What follows belongs to an exercise in optimizing a design on an open flow for small area, a short achievable clock period and few clock cycles per item; a production flow would make more cautious choices.
Where RTL was checked, it was by simulation tests only, not by an equivalence proof against the original.
No functional check of the RTL was part of run 1.
Power is estimated from default activity; no workload was simulated.

$ cat flow/design.v
`default_nettype none
package oaie_pkg;
  localparam int unsigned FUNC_W   = 3;
  localparam int unsigned INDEX_W  = 5;
  localparam int unsigned VALUE_W  = 32;
  localparam int unsigned COUNT_W  = 5;
  localparam int unsigned STATUS_W = 2;
  typedef enum logic [FUNC_W-1:0] {
    FUNC_APPEND = 3'd0,
    FUNC_DROP   = 3'd1,
    FUNC_INSERT = 3'd2,
    FUNC_ERASE  = 3'd3,
    FUNC_READ   = 3'd4
  } func_e;
  typedef enum logic [STATUS_W-1:0] {
    ST_OK    = 2'd0,
    ST_RANGE = 2'd1,
    ST_FULL  = 2'd2
  } status_e;
  typedef struct packed {
    logic write;
    logic up;
    logic down;
    logic read;
  } cell_cmd_t;
endpackage
`default_nettype wire
`default_nettype none
module ordered_array_insert_erase #(
  parameter int unsigned CAPACITY   = 16,
  parameter int unsigned ELEM_WIDTH = 32
) (
  input  wire logic                                 clk_i,
  input  wire logic                                 rst_ni,
  input  wire logic                                 in_valid_i,
  output logic                                      in_stall_o,
  input  wire logic        [oaie_pkg::FUNC_W-1:0]   func_i,
  input  wire logic        [oaie_pkg::INDEX_W-1:0]  index_i,
  input  wire logic signed [oaie_pkg::VALUE_W-1:0]  value_i,
  output logic                                      out_valid_o,
  input  wire logic                                 out_stall_i,
  output logic signed      [oaie_pkg::VALUE_W-1:0]  read_value_o,
  output logic             [oaie_pkg::STATUS_W-1:0] status_o,
  output logic             [oaie_pkg::COUNT_W-1:0]  count_o,
  output logic                                      is_empty_o
);
  localparam int unsigned CW = oaie_pkg::COUNT_W;
  localparam int unsigned AW = $clog2(CAPACITY);
  logic [CW-1:0]         cnt_q;
  logic [ELEM_WIDTH-1:0] mem_q [CAPACITY];
  logic                  o_v_q;
  logic [31:0]           o_rv_q;
  logic [1:0]            o_st_q;
  logic [CW-1:0]         o_cnt_q;
  logic                  o_empty_q;
  logic                  s_v_q;
  logic [1:0]            s_st_q;
  logic                  s_rd_q;
  logic [AW-1:0]         s_idx_q;
  logic acc, full, empty, o_free;
  logic f_app, f_drop, f_ins, f_era, f_rd;
  logic idx_gt_n, idx_ge_n;
  assign in_stall_o = s_v_q;
  assign acc        = in_valid_i & ~s_v_q;
  assign o_free     = ~o_v_q | ~out_stall_i;
  assign f_app  = (func_i == oaie_pkg::FUNC_APPEND);
  assign f_drop = (func_i == oaie_pkg::FUNC_DROP);
  assign f_ins  = (func_i == oaie_pkg::FUNC_INSERT);
  assign f_era  = (func_i == oaie_pkg::FUNC_ERASE);
  assign f_rd   = (func_i == oaie_pkg::FUNC_READ);
  assign full     = cnt_q[CW-1];         
  assign empty    = (cnt_q == '0);
  assign idx_gt_n = (index_i > cnt_q);
  assign idx_ge_n = (index_i >= cnt_q);
  logic [1:0]    st_new;
  logic [CW-1:0] cnt_d;
  always_comb begin
    st_new = oaie_pkg::ST_OK;
    if (f_app && full)                st_new = oaie_pkg::ST_FULL;
    if (f_ins && idx_gt_n)            st_new = oaie_pkg::ST_RANGE;
    else if (f_ins && full)           st_new = oaie_pkg::ST_FULL;
    if ((f_era || f_rd) && idx_ge_n)  st_new = oaie_pkg::ST_RANGE;
  end
  always_comb begin
    cnt_d = cnt_q;
    if (acc) begin
      if ((f_app && !full) || (f_ins && !idx_gt_n && !full)) cnt_d = cnt_q + 1'b1;
      if ((f_drop && !empty) || (f_era && !idx_ge_n))        cnt_d = cnt_q - 1'b1;
    end
  end
  logic [CAPACITY-1:0] wr, up, dn, rsel;
  for (genvar k = 0; k < CAPACITY; k++) begin : g_cell
    logic at, above;
    assign at    = (index_i == CW'(k));
    assign above = (index_i <  CW'(k));
    assign wr[k] = acc & ~full & ((f_app & (cnt_q == CW'(k))) | (f_ins & at));
    assign up[k] = acc & ~full & f_ins & above;
    assign dn[k] = acc & f_era & (above | at);
    assign rsel[k] = s_v_q ? (s_rd_q & (s_idx_q == AW'(k)))
                           : (f_rd & at & (cnt_q > CW'(k)));
    always_ff @(posedge clk_i) begin
      if (wr[k]) begin
        mem_q[k] <= value_i;
      end else if (up[k] && k > 0) begin
        mem_q[k] <= mem_q[(k > 0) ? k - 1 : 0];
      end else if (dn[k] && k < CAPACITY - 1) begin
        mem_q[k] <= mem_q[(k < CAPACITY - 1) ? k + 1 : k];
      end
    end
  end
  logic [31:0] rv;
  always_comb begin
    rv = '0;
    for (int k = 0; k < CAPACITY; k++) begin
      rv = rv | (mem_q[k] & {32{rsel[k]}});
    end
  end
  always_ff @(posedge clk_i or negedge rst_ni) begin
    if (!rst_ni) begin
      cnt_q <= '0;
      o_v_q <= 1'b0;
      s_v_q <= 1'b0;
    end else begin
      cnt_q <= cnt_d;
      if (o_free) begin
        o_v_q <= s_v_q | acc;
        s_v_q <= 1'b0;
      end else if (acc) begin
        s_v_q <= 1'b1;
      end
    end
  end
  always_ff @(posedge clk_i) begin
    if (o_free) begin
      o_rv_q    <= rv;
      o_st_q    <= s_v_q ? s_st_q : st_new;
      o_cnt_q   <= cnt_d;
      o_empty_q <= (cnt_d == '0);
    end
    if (!o_free && acc) begin
      s_st_q  <= st_new;
      s_rd_q  <= f_rd & ~idx_ge_n;
      s_idx_q <= index_i[AW-1:0];
    end
  end
  assign out_valid_o  = o_v_q;
  assign read_value_o = o_rv_q;
  assign status_o     = o_st_q;
  assign count_o      = o_cnt_q;
  assign is_empty_o   = o_empty_q;
endmodule
`default_nettype wire
$ cat flow/run.sh
#!/bin/bash
# synth_recipe.tcl (not shown) runs the flow's synth.tcl, then flattens the netlist and writes it again
# the make line also repeats each setting of config.mk as NAME=value (left out here)
make -C /OpenROAD-flow-scripts/flow DESIGN_CONFIG=/design/flow/config.mk WORK_HOME=/design/flow/orfs CLKGATE_MAP_FILE= SYNTH_SCRIPT=/design/flow/synth_recipe.tcl finish
$ cat flow/config.mk
export PLATFORM = sky130hd
export DESIGN_NAME = ordered_array_insert_erase
export DESIGN_NICKNAME = ordered_array_insert_erase
export VERILOG_FILES = /design/flow/design.v
export SDC_FILE = /design/flow/constraint.sdc
export NUM_CORES = 4
export LEC_CHECK = 0
export CAP_MARGIN = 20
export CORE_MARGIN = 2
export CORE_UTILIZATION = 40
export SLEW_MARGIN = 20
$ cat flow/constraint.sdc
create_clock -name core_clock -period 5.0 [get_ports {clk_i}]
set_input_delay 1.0000 -clock core_clock [delete_from_list [all_inputs] [get_ports {clk_i}]]
set_output_delay 1.0000 -clock core_clock [all_outputs]
set_load 0.01 [all_outputs]
==> summary.txt, run 1 <==
worst path arrival time: 4.43 ns
Synth Register Bits: 566
crit path cell chain: clkdlybuf4s50_1 > nor2b_1 > nand2b_1 > nor4_1 > or2_2 > buf_4 > a22o_1 > a221oi_1 > nand4_1
fraction of registers with async set/reset: 0.01237
fin area: 37010 um^2
die width: 286.5 um
final worst path period share: 0.7984
clock sink total: 566
Residual DRC: 0
Fill cells: 7090
post-synthesis cell area: 31920 um^2
EDFF count, synth: 559
number of global-route vias before repair: 25830
Die Height: 286.5 um
crit path max fanout: 18
Post-Syn Instances: 2893
register area share after synthesis: 0.5313
Int Pwr: 8479 uW
CTS Buffer Depth: 3
Synth Area per Inst: 11.03 um^2
Clock Latency Late Sink: 0.64 ns
Critical Path RT: 5.44 ns
FF/Latch Area: 16960 um^2
multi-input logic area: 14300 um^2
routed vias: 26980
site row count: 103
RSZ-0062 raised after global routing: false
startpoint class of the critical path: input port
dpl cell area: 34890 um^2
die area: 82080 um^2
setup violators final: 0
Power Density: 311.2 nW/um^2
Hold Vio Cnt, Final: 0
wire per inst: 33.58 um
IO buf count: 85
TritonCTS clock tree: yes
area leader, netlist: edfxtp_1
Clock Power Share: 0.419
switching part of the total: 0.2640
max_cap viols: 0
Netlist cell types: 82
total setup buffers inserted after CTS: 0
switching power: 3041 uW
routability cong.: 0.9560
gr ovfl total: 0
cell with the most instances after synthesis: edfxtp_1
Gate power share: 0.099
Leakage: 0.01371 uW
sequential share of power: 0.483
Post-synth top cells: edfxtp_1, nand2_1, mux2i_1, o21ai_0, clkbuf_1
endpoint type of the worst setup path: register
GR Util All Layers: 0.3243
Slew HR: 0.2458
Synth warnings: 2
final net count: 2999
post-synth top area share: 0.5258
synth-to-layout area growth: 15.95%
Slew Limit Fails: 0
max frequency: 0.2505 GHz
share of layout cells above drive strength 1: 0.1255
dominant cells by area after synthesis: edfxtp_1, mux2i_1, o21ai_0
H-tree depth: 3
initial antenna violation count: 2
I/O pin cnt: 86
measured slew at the worst slew-check pin: 1.127 ns
total CTS buffers: 67
top_reg_cell synth: edfxtp_1
kind of critical path: in2reg
largest net degree at the start of global routing: 65
CP peak stage delay: 0.84 ns
DP HPWL: 81700 um
clock slew at reported path FFs: 0.05 ns
Setup TNS Final: 0 ns
vias per cell: 6.666
status: timing/DRC/antenna clean
clock skew: 0.04412 ns
first-pass GRT wire length: 190800 um
syn_nets: 2948
clk root buf: clkbuf_16
Core ar.: 79000 um^2
Antenna Violating Nets Remaining: 0
1st-iter DRT viols: 4196
Initial Util: 0.4041
first-pass iteration count of the detailed router: 7
hold_buf cts: 0
peak supply drop: 0.2035 mV
CTS-repair resized insts: 0
final WL: 135900 um
worst min path class: reg2reg
slowest stage cell, crit path: clkdlybuf4s50_1
minimum clock period: 3.992 ns
-- final cells by class --
class                           instances  share of cell area
Clock buffer                           77             0.04688
Antenna cell                            2           0.0001352
Timing Repair Buffer                  226             0.06139
Clock inverter                         43             0.01045
Tap cell                             1050             0.03549
Sequential cell                       566              0.4582
Multi-Input combinational cell       2073              0.3864
Inverter                               10            0.001014
-- through the flow --
step           hold slack (ns)  std cells  setup slack [ns]  utilization  total power (uW)
6_report                0.5516       4047             1.008       0.4685             11520
5_1_grt                 0.5735       4045            0.8830       0.4685             11810
4_1_cts                 0.5545       4045             1.179       0.4685             11520
3_5_place_dp            0.5404       3925            0.5869       0.4416              6756
3_3_place_gp            0.5369       3925            0.6820       0.4416              6739
2_1_floorplan           0.5231       2893            0.3285            -              6175
-- final timing paths --
| path | from | endpoint | slack [ns] | cells past startpoint |
|---|---|---|---|---|
| worst min-delay path | s_st_q[1]$_DFFE_PP_ | o_st_q[1]$_DFFE_PN_ | 0.55 | 1 |
| min in group asynchronous | rst_ni | s_v_q$_DFFE_PN0P_ | 0.64 | 1 |
| max in group asynchronous | rst_ni | cnt_q[3]$_DFF_PN0_ | 4.13 | 1 |
| worst max-delay path | index_i[1] | o_rv_q[30]$_DFFE_PN_ | 1.01 | 9 |
| worst min register to register | s_st_q[1]$_DFFE_PP_ | o_st_q[1]$_DFFE_PN_ | 0.55 | 1 |
| worst max register to register | cnt_q[1]$_DFF_PN0_ | o_rv_q[4]$_DFFE_PN_ | 1.32 | 10 |
-- kinds of logic after synthesis --
logic type               synth area share
AO/OA/AOI/OAI                      0.1645
XOR/XNOR                        0.0008233
adder cells (fa/ha/maj)          0.004311
buffers and inverters             0.03383
flip-flops                         0.5313
multiplexers                       0.1638
AND/OR/NAND/NOR                    0.1015
-- layer usage --
layer | up-vias | routed length (um) | GRT usage
met1 | 13120 | 51420 | 0.4362
met2 | 2144 | 59500 | 0.4924
met5 | - | 11 | 0
met4 | 2 | 6753 | 0.1428
li1 | 11260 | - | -
met3 | 445 | 18200 | 0.08506
-- cells in the final DEF, fill, tap and decap left out, types with 8 or more instances in the layout --
| cell type | n |
|---|---|
| clkinv_2 | 9 |
| and3_1 | 17 |
| o21ai_1 | 32 |
| a221oi_1 | 47 |
| nand3_1 | 37 |
| buf_12 | 29 |
| buf_4 | 112 |
| clkdlybuf4s50_1 | 85 |
| nor2b_1 | 8 |
| clkbuf_1 | 9 |
| a222oi_1 | 66 |
| or2_2 | 10 |
| mux2i_1 | 448 |
| ha_1 | 11 |
| mux2_2 | 65 |
| clkinv_1 | 19 |
| edfxtp_1 | 559 |
| inv_1 | 9 |
| nor2_1 | 109 |
| nand2_1 | 446 |
| nor3_1 | 13 |
| a22oi_1 | 90 |
| o21ai_0 | 360 |
| nand4_1 | 27 |
| a22o_1 | 52 |
| a21oi_1 | 84 |
| clkbuf_16 | 68 |
-- flip-flops by register name (all words and copies together), names as in the netlist --
register / count
s_v_q: 1
cnt_q: 5
s_st_q: 2
s_idx_q: 4
mem_q: 512
s_rd_q: 1
o_st_q: 2
o_rv_q: 32
o_cnt_q: 5
o_v_q: 1
o_empty_q: 1
-- power by group through the flow --
stage | Sequential, uW | Clock, uW | Combinational, uW
3_5_place_dp | 5650 | 0 | 1100
3_3_place_gp | 5650 | 0 | 1090
2_1_floorplan | 5570 | 0 | 605
6_report | 5560 | 4820 | 1140
5_1_grt | 5570 | 5040 | 1200
4_1_cts | 5550 | 4860 | 1110
-- critical path: cells and delay by family --
| family | cells | cell delay [ns] |
|---|---|---|
| buf+inv | 2 | 1.20 |
| compound gates | 2 | 0.25 |
| simple gates | 5 | 1.93 |
==> run 2: changes to the inputs <==
--- a/flow/design.v
+++ b/flow/design.v
@@ -90,6 +90,7 @@
   end
   logic [CAPACITY-1:0] wr, up, dn, rsel;
   for (genvar k = 0; k < CAPACITY; k++) begin : g_cell
+    localparam logic [ELEM_WIDTH-1:0] POL = {ELEM_WIDTH{k[0]}};
     logic at, above;
     assign at    = (index_i == CW'(k));
     assign above = (index_i <  CW'(k));
@@ -98,13 +99,23 @@
     assign dn[k] = acc & f_era & (above | at);
     assign rsel[k] = s_v_q ? (s_rd_q & (s_idx_q == AW'(k)))
                            : (f_rd & at & (cnt_q > CW'(k)));
+    logic [ELEM_WIDTH-1:0] src_l, src_r, nxt;
+    if (k == 0) begin : g_first
+      assign src_l = '0;
+    end else begin : g_mid_l
+      assign src_l = mem_q[k-1];
+    end
+    if (k == CAPACITY - 1) begin : g_last
+      assign src_r = '0;
+    end else begin : g_mid_r
+      assign src_r = mem_q[k+1];
+    end
+    assign nxt = ~(({ELEM_WIDTH{wr[k]}} & ~(value_i ^ POL)) |
+                   ({ELEM_WIDTH{up[k]}} & src_l) |
+                   ({ELEM_WIDTH{dn[k]}} & src_r));
     always_ff @(posedge clk_i) begin
-      if (wr[k]) begin
-        mem_q[k] <= value_i;
-      end else if (up[k] && k > 0) begin
-        mem_q[k] <= mem_q[(k > 0) ? k - 1 : 0];
-      end else if (dn[k] && k < CAPACITY - 1) begin
-        mem_q[k] <= mem_q[(k < CAPACITY - 1) ? k + 1 : k];
+      if (wr[k] | up[k] | (dn[k] & (k < CAPACITY - 1))) begin
+        mem_q[k] <= nxt;
       end
     end
   end
@@ -112,7 +123,7 @@
   always_comb begin
     rv = '0;
     for (int k = 0; k < CAPACITY; k++) begin
-      rv = rv | (mem_q[k] & {32{rsel[k]}});
+      rv = rv | ((mem_q[k] ^ {ELEM_WIDTH{k[0]}}) & {32{rsel[k]}});
     end
   end
   always_ff @(posedge clk_i or negedge rst_ni) begin
==> summary.txt, run 2 <==
status: timing/DRC/antenna clean
vias per cell: 8.022
cell with the most instances after synthesis: edfxtp_1
EDFF count, synth: 559
measured slew at the worst slew-check pin: 1.087 ns
main combinational cell family by area after synthesis: compound AO/OA/AOI/OAI gates
crit path buf inv count: 1
largest net degree at the start of global routing: 34
register name with the most flops: mem_q
Hold Path Stages: 2
Residual DRC: 0
Post-synth top cells: edfxtp_1, nor2_1, a221oi_1, a222oi_1, clkbuf_1
Leakage: 0.009744 uW
max frequency: 0.2602 GHz
total CTS buffers: 59
endpoint type of the worst setup path: register
TritonCTS clock tree: yes
max_cap viols: 0
Netlist cell types: 68
hold_buf cts: 0
Register-to-Register Path Depth: 9
I/O pin cnt: 86
Antenna Violating Nets Remaining: 0
CTS Buffer Depth: 3
post-synthesis cell area: 27570 um^2
Synth Area per Inst: 12.56 um^2
hold worst-path end: o_st_q[0]$_DFFE_PN_
clock sink total: 566
worst hold margin: 0.5286 ns
FF-to-FF Start: cnt_q[1]$_DFF_PN0_
final worst path period share: 0.7685
clock slew at reported path FFs: 0.06 ns
peak supply drop: 0.2854 mV
Post-Syn Instances: 2196
routability cong.: 0.9534
clock skew: 0.03564 ns
CTS-repair resized insts: 0
total setup buffers inserted after CTS: 0
Slew HR: 0.2756
Hold Vio Cnt, Final: 0
setup violators final: 0
gr ovfl total: 0
slowest stage cell, crit path: clkdlybuf4s50_1
R2R setup slack: 1.36 ns
worst r2r dst: o_rv_q[7]$_DFFE_PN_
GR Util All Layers: 0.3443
dominant cells by area after synthesis: edfxtp_1, a222oi_1, a221oi_1
die width: 266.6 um
Synth Area in Simple Gates: 0.07819
clk root buf: clkbuf_16
kind of critical path: in2reg
highest-count cells in the layout ignoring fill and taps: edfxtp_1, nor2_1, a221oi_1
startpoint class of the critical path: input port
site row count: 96
ant diodes: 0
final core occ: 0.4718
Initial Util: 0.4027
Largest register FFs: 512
first-pass GRT wire length: 176900 um
synth-to-layout area growth: 17.15%
routed vias: 25360
RSZ-0062 raised after global routing: false
worst hold start: s_st_q[0]$_DFFE_PP_
CP peak stage delay: 0.96 ns
post-synthesis mux area share: 0.001180
H-tree depth: 2
wire per inst: 39.91 um
Power Density: 337.4 nW/um^2
crit path max fanout: 15
post-synth top area share: 0.6088
Clock Latency Late Sink: 0.66 ns
commonest non-fill, non-tap cell in the layout: edfxtp_1
worst path arrival time: 4.20 ns
area leader, netlist: edfxtp_1
Regs by FF count: mem_q (512), o_rv_q (32)
kind of cell adding the most delay to the critical path: compound AO/OA/AOI/OAI gates
minimum clock period: 3.843 ns
final net count: 2285
Synth Register Bits: 566
share of layout cells above drive strength 1: 0.1369
final WL: 126200 um
crit path cell chain: clkdlybuf4s50_1 > or3_1 > nor2_1 > a2bb2oi_4 > o2bb2ai_1 > a221oi_1 > o211ai_1 > or4_1
register area share after synthesis: 0.6151
total chip power: 10900 uW
Core ar.: 68470 um^2
worst min path class: reg2reg
top_reg_cell synth: edfxtp_1
Synth warnings: 2
Setup TNS Final: 0 ns
syn_nets: 2250
Synth Area in Adders: 0.004538
complex-gate fraction of the synthesized area: 0.2634
Die Height: 266.6 um
xor/xnor share of the synthesized area: 0.0009529
instance count on the critical path: 8
Slew Limit Fails: 0
first-pass iteration count of the detailed router: 14
Critical Path RT: 5.36 ns
number of global-route vias before repair: 24530
DP HPWL: 72420 um
fraction of registers with async set/reset: 0.01237
initial antenna violation count: 2
die area: 71050 um^2
1st-iter DRT viols: 6689
IO buf count: 85
[run 2: cell types whose count changed in the layout (fill, tap and decap cells not counted), sizes merged, moves of 158 or more]
cell	change
nand2	-359
a222oi	+158
o21ai	-356
a221oi	+185
nor2	+190
mux2i	-447
[run 2: worst max path at each step]
stage | end | slack, ns | from
finish | o_rv_q[7]$_DFFE_PN_ | 1.16 | index_i[4]
global route | o_rv_q[19]$_DFFE_PN_ | 1.16 | index_i[4]
CTS | o_rv_q[29]$_DFFE_PN_ | 1.34 | index_i[3]
detailed placement | o_rv_q[11]$_DFFE_PN_ | 0.68 | index_i[4]
global placement | o_rv_q[10]$_DFFE_PN_ | 0.68 | index_i[3]
floorplan | mem_q[10][0]$_DFFE_PP_ | 1.34 | func_i[2]
[run 2: where the power goes]
group          internal [uW]  switching (uW)  leakage, uW
clock network           2510            1980     0.000927
registers               5310             163      0.00527
logic                    328             613      0.00355
total                   8150            2750      0.00974
[run 2: cell type report]
| type | instances | area [um^2] |
|---|---|---|
| inverter | 10 | 37.54 |
| sequential | 566 | 16960 |
| fill | 6016 | 36160 |
| timing repair buffer | 214 | 2152 |
| tap | 882 | 1104 |
| multi-input combinational | 1380 | 10130 |
| clock inverter | 38 | 374.1 |
| clock buffer | 71 | 1543 |
[run 2: metal layers]
metal	up-vias	wire (um)	global-route usage
li1	9579	-	-
met1	12260	42890	0.4475
met2	2847	52080	0.5008
met3	666	22460	0.1211
met4	4	8681	0.1909
met5	-	47	0
[run 2: tightest hold or removal path, delay by kind of cell, from the launching register on]
family	cells	cell delay [ns]
AND/OR/NAND/NOR	1	0.04
flip-flops	1	0.32
AO/OA/AOI/OAI	1	0.06
[run 2: logic make-up after synthesis]
group,count (synthesis)
buffers and inverters,250
multiplexers,3
AND/OR/NAND/NOR,505
adder cells (fa/ha/maj),10
AO/OA/AOI/OAI,859
flip-flops,566
XOR/XNOR,3
[run 2: metrics by stage]
step	instance area, um^2	worst slack, ns	std cells
3_5_place_dp	30370	0.6774	3051
4_1_cts	32280	1.342	3160
2_1_floorplan	27570	1.343	2196
5_1_grt	32300	1.163	3161
6_report	32300	1.157	3161
3_3_place_gp	30330	0.6813	3049
Testbench counts of run 2, summed over its fixed seeds: cycles 13,096, items 13,088.

==> separate check: timing with driven ports <==
No port has a modelled driver above. Below, the same layouts with a new extraction and two added sets of constraints. Step 1 assumes that a clkbuf_16 drives the clock port and a buf_2 every other input. Step 2 adds t to the input delays and takes it off the output delays; t is the mean of the earliest and latest rising clock arrival at the registers after step 1. Input paths then give back, and output paths get back, about the clock's delay inside the block. Three values: ideal, step 1, step 2; two values: the first two.
run | t, ns | slack for setup (ns) | latest minus earliest clock arrival (ns)
run 1 | 0.681 | 1.008 / 1.040 / 0.359 | 0.052 / 0.052
run 2 | 0.707 | 1.157 / 1.190 / 0.483 | 0.040 / 0.040
After both steps setup and hold are still met in every run listed. The setup slack of run 2, which loses most, moves by +0.033 ns with the drivers and by -0.674 ns with both steps.
